This design comes from an exercise in tuning for a short achievable clock period and few clock cycles on the open sky130 flow, not from production work.
In this exercise RTL edits were held to simulation tests only and were not proved equivalent to the original.

## middle
==> flow/design.v (excerpt) <==
module riscvTop (
   input  logic                           CLK,
   input  logic                           RSTn,
   output logic                           iMemCsn,
   output logic [riscvPkg::addrWidth-1:0] iMemAddr,   
   input  logic [31:0]                    iMemData,
   output logic                           dMemCsn,
   output logic [riscvPkg::addrWidth-1:0] dMemAddr,   
   output logic [31:0]                    dMemDout,
   input  logic [31:0]                    dMemData,
   output logic                           dMemWen,
   output logic                           rfWe,
   output logic [4:0]                     rfRa1,
   output logic [4:0]                     rfRa2,
   output logic [4:0]                     rfWa,
   input  logic [31:0]                    rfRd1,
   input  logic [31:0]                    rfRd2,
   output logic [31:0]                    rfWd,
   output logic                           halt,
   output logic [31:0]                    numInst
);
For scale: roughly 3400 cells after synthesis.
clock: 7.0 ns
lec_check: 0
cap_margin: 20
core_margin: 2
core_utilization: 40
setup_slack_margin: 5
slew_margin: 20
synth_hierarchical: 1
synth_minimum_keep_size: 0
tns_end_percent: 100
standard.sh (not shown) runs the stock make flow with config.mk's settings and CLKGATE_MAP_FILE= SYNTH_SCRIPT=/design/flow/synth_recipe.tcl, a recipe that flattens the netlist after the stock synthesis.
==> flow/flow/run.sh <==
#!/bin/bash
# The standard layout, with the resizer free to change a cell's footprint
# (sky130hd's platform default restricts sizing to same-footprint swaps).
set -euo pipefail
bash standard.sh MATCH_CELL_FOOTPRINT=0 finish > standard.log 2>&1
middle did not stop at any stage, and its layout met the timing, design-rule and antenna checks.
Testbench counts of middle, summed over its fixed seeds: cycles 42,309.
Input changes introduced in west (baseline for comparison: middle):
--- a/flow/design.v
+++ b/flow/design.v
@@ -307,21 +307,21 @@
 module mux2x5 (input logic s, input logic [4:0] a0, input logic [4:0] a1, output logic [4:0] y);
    for (genvar i = 0; i < 5; i++) begin : b
       mux2Cell u (.s(s), .a0(a0[i]), .a1(a1[i]), .y(y[i]));
    end
 endmodule
 module pcMux5 (
    input  logic       sJ,
-   input  logic [4:0] tJ,
+   input  logic [5:0] tJ,
    input  logic       sB,
-   input  logic [4:0] tB,
-   input  logic [4:0] other,
-   output logic [4:0] y
+   input  logic [5:0] tB,
+   input  logic [5:0] other,
+   output logic [5:0] y
 );
-   assign y = ({5{sJ}} & tJ) | ({5{sB}} & tB) | other;
+   assign y = ({6{sJ}} & tJ) | ({6{sB}} & tB) | other;
 endmodule
 module shr32f (
    input  logic [31:0] x,
    input  logic [2:0]  n,
    output logic [31:0] y
 );
    logic [3:0][31:0] t;
@@ -405,24 +405,26 @@
    assign fImm = !op[6] && !op[5] && op[4];
    assign fReg = !op[6] && op[5] && op[4] && !op[2];
    assign fSys = op[6] && op[4];
    assign fRI  = fReg || fImm;
    assign fUseA = !(fLui || fJal);
    assign fUseB = fReg || fBr;
    assign fWe   = (fRI || fLui || fJal || fLd) && fRd != 5'd0;
-   logic [1:0] bht [0:31];
+   logic [1:0] bht [0:63];
    logic [1:0] dCnt, xCnt, mCnt;
    logic       fTake, rstR, dRedir, dTake;
-   logic [4:0] dIdx, xIdx, mIdx;
+   logic [5:0] dIdx, xIdx, mIdx;
    logic [9:0] dPc1;
-   logic [4:0] bIdx;   
+   logic [5:0] bIdx;   
    logic       mBrR, mTaken;
    logic       seqRdR, curR, srcSeq, srcHold, fBhtT;
    assign fBhtT  = (srcSeq && seqRdR) || (srcHold && curR);
-   assign fTake  = fi[31] || (!rstR && fBhtT);
+   logic fSame;
+   assign fSame  = fRs1 == fRs2;
+   assign fTake  = fSame ? !f3[0] : (fi[31] || (!rstR && fBhtT));
    assign dTake  = dBr && !dPred && !rstR && dCnt[1];
    assign dRedir = dTake && dValid && !stall;
    assign fPredT = fJal || (fBr && fTake);
    always_comb begin
       if (fJal)      fImmV = {20'd0, pc4, 2'b00};   
       else if (fLui) fImmV = {fi[31:12], 12'd0};
       else if (fSt)  fImmV = {{20{fi[31]}}, fi[31:25], fi[11:7]};
@@ -449,16 +451,16 @@
    assign altR  = RSTn ? 10'd0 : xAlt;
    logic       sJ, sB;
    logic [9:0] pcRest;
    andnCell uSJ (.a(pJ), .b(misR), .y(sJ));
    andnCell uSB (.a(pB), .b(misR), .y(sB));
    mux2x10 uRest (.s(misR), .a0(pcOth), .a1(altR), .y(pcRest));
    pcMux uPc (.sJ(sJ), .tJ(tJ), .sB(sB), .tB(tB), .other(pcRest), .y(pcNext));
-   logic [4:0] bNext;
-   pcMux5 uPcB (.sJ(sJ), .tJ(tJ[4:0]), .sB(sB), .tB(tB[4:0]), .other(pcRest[4:0]), .y(bNext));
+   logic [5:0] bNext;
+   pcMux5 uPcB (.sJ(sJ), .tJ(tJ[5:0]), .sB(sB), .tB(tB[5:0]), .other(pcRest[5:0]), .y(bNext));
    logic stopSet, stopN;
    andnCell uStopS (.a(dValid && dSys && !stall), .b(mis), .y(stopSet));
    andnCell uStopN (.a(stop || stopSet), .b(RSTn), .y(stopN));
    always_ff @(posedge CLK) begin
       pc   <= pcNext;
       stop <= stopN;
       if (RSTn) begin
@@ -620,15 +622,15 @@
    zero32 uEq (.x(pSum), .z(eq));
    mux2Cell uMis (.s(eq), .a0(xMisNe), .a1(xMisEq), .y(mis));
    assign resOther = ({32{xXor}} & (a ^ b)) |
                      ({32{xOr}}  & (a | b)) |
                      ({32{xAnd}} & (a & b));
    logic [31:0] sllF, srlF;
    logic [31:0] aRev, sllRev;
-   for (genvar i = 0; i < 32; i++) begin : rev
+   for (genvar i = 0; i < 64; i++) begin : rev
       assign aRev[i] = a[31 - i];
       assign sllF[i] = sllRev[31 - i];
    end
    shr32f uSrl (.x(a), .n(b[2:0]), .y(srlF));
    shr32f uSll (.x(aRev), .n(b[2:0]), .y(sllRev));
    assign resShift = ({32{xSll}} & sllF) | ({32{xSrl}} & srlF);
    logic [31:0] othR;
@@ -670,26 +672,26 @@
       mRes <= res;
       mAddr <= {riscvPkg::addrWidth{xLoad || xStore}} & sum[riscvPkg::addrWidth+1:2];
       mSd  <= xSdM ? mVal : xS;
    end
    always_ff @(posedge CLK) begin
       rstR <= RSTn;
       bIdx <= bNext;
-      seqRdR  <= bht[bIdx + 5'd1][1];
+      seqRdR  <= bht[bIdx + 6'd1][1];
       curR    <= fBhtT;
       srcSeq  <= !misR && !dRedir && !hold && !(fJal || (fBr && fTake));
       srcHold <= !misR && !dRedir && hold;
    end
    always_ff @(posedge CLK) begin
       if (RSTn)
          mBrR <= 1'b0;
       else
          mBrR <= xBr;
       if (rstR) begin
-         for (int i = 0; i < 32; i++)
+         for (int i = 0; i < 64; i++)
             bht[i] <= 2'b01;
       end else if (mBrR) begin
          if (mTaken && mCnt != 2'b11)
             bht[mIdx] <= mCnt + 2'b01;
          else if (!mTaken && mCnt != 2'b00)
             bht[mIdx] <= mCnt - 2'b01;
          else
==> comparison <==
Placement-stage cell area (west over middle): increase, about 9%
Between west and middle, sequential share of cell area is lower for middle, west comes in above that.
[west vs middle] minimum setup slack in the final design: lower in west
Summary of west over middle: final cell count saw an increase; critical path arrival up 2.23 ns.
Wire length of the first global-routing pass in west is 7.9% above middle.
Testbench counts of west, summed over its fixed seeds: cycles 42,011.

afterwards: timing with drivers on the ports:
Ports are ideal in the flow. The routed layouts listed here were re-timed in OpenROAD.
Step 1: set_driving_cell puts a clkbuf_16 on CLK and a buf_2 on each other input, an assumption about the parent block.
Step 2 times the ports against the registers' clock, not the clock port: input delays grow and output delays shrink by t, the midpoint of the rising clock arrivals with the driver on.
a / b / c = ideal / step 1 / step 2; a / b = the first two.
| run | t, ns | slack for setup (ns) | worst setup path after step 2 |
|---|---|---|---|
| middle | 0.710 | 4.443 / 4.375 / 3.868 | input to register |
| west | 0.706 | 4.143 / 4.179 / 3.473 | input to register |
After both steps setup and hold are still met in every run listed. The setup slack of west, which loses most, moves by +0.036 ns with the drivers and by -0.670 ns with both steps.
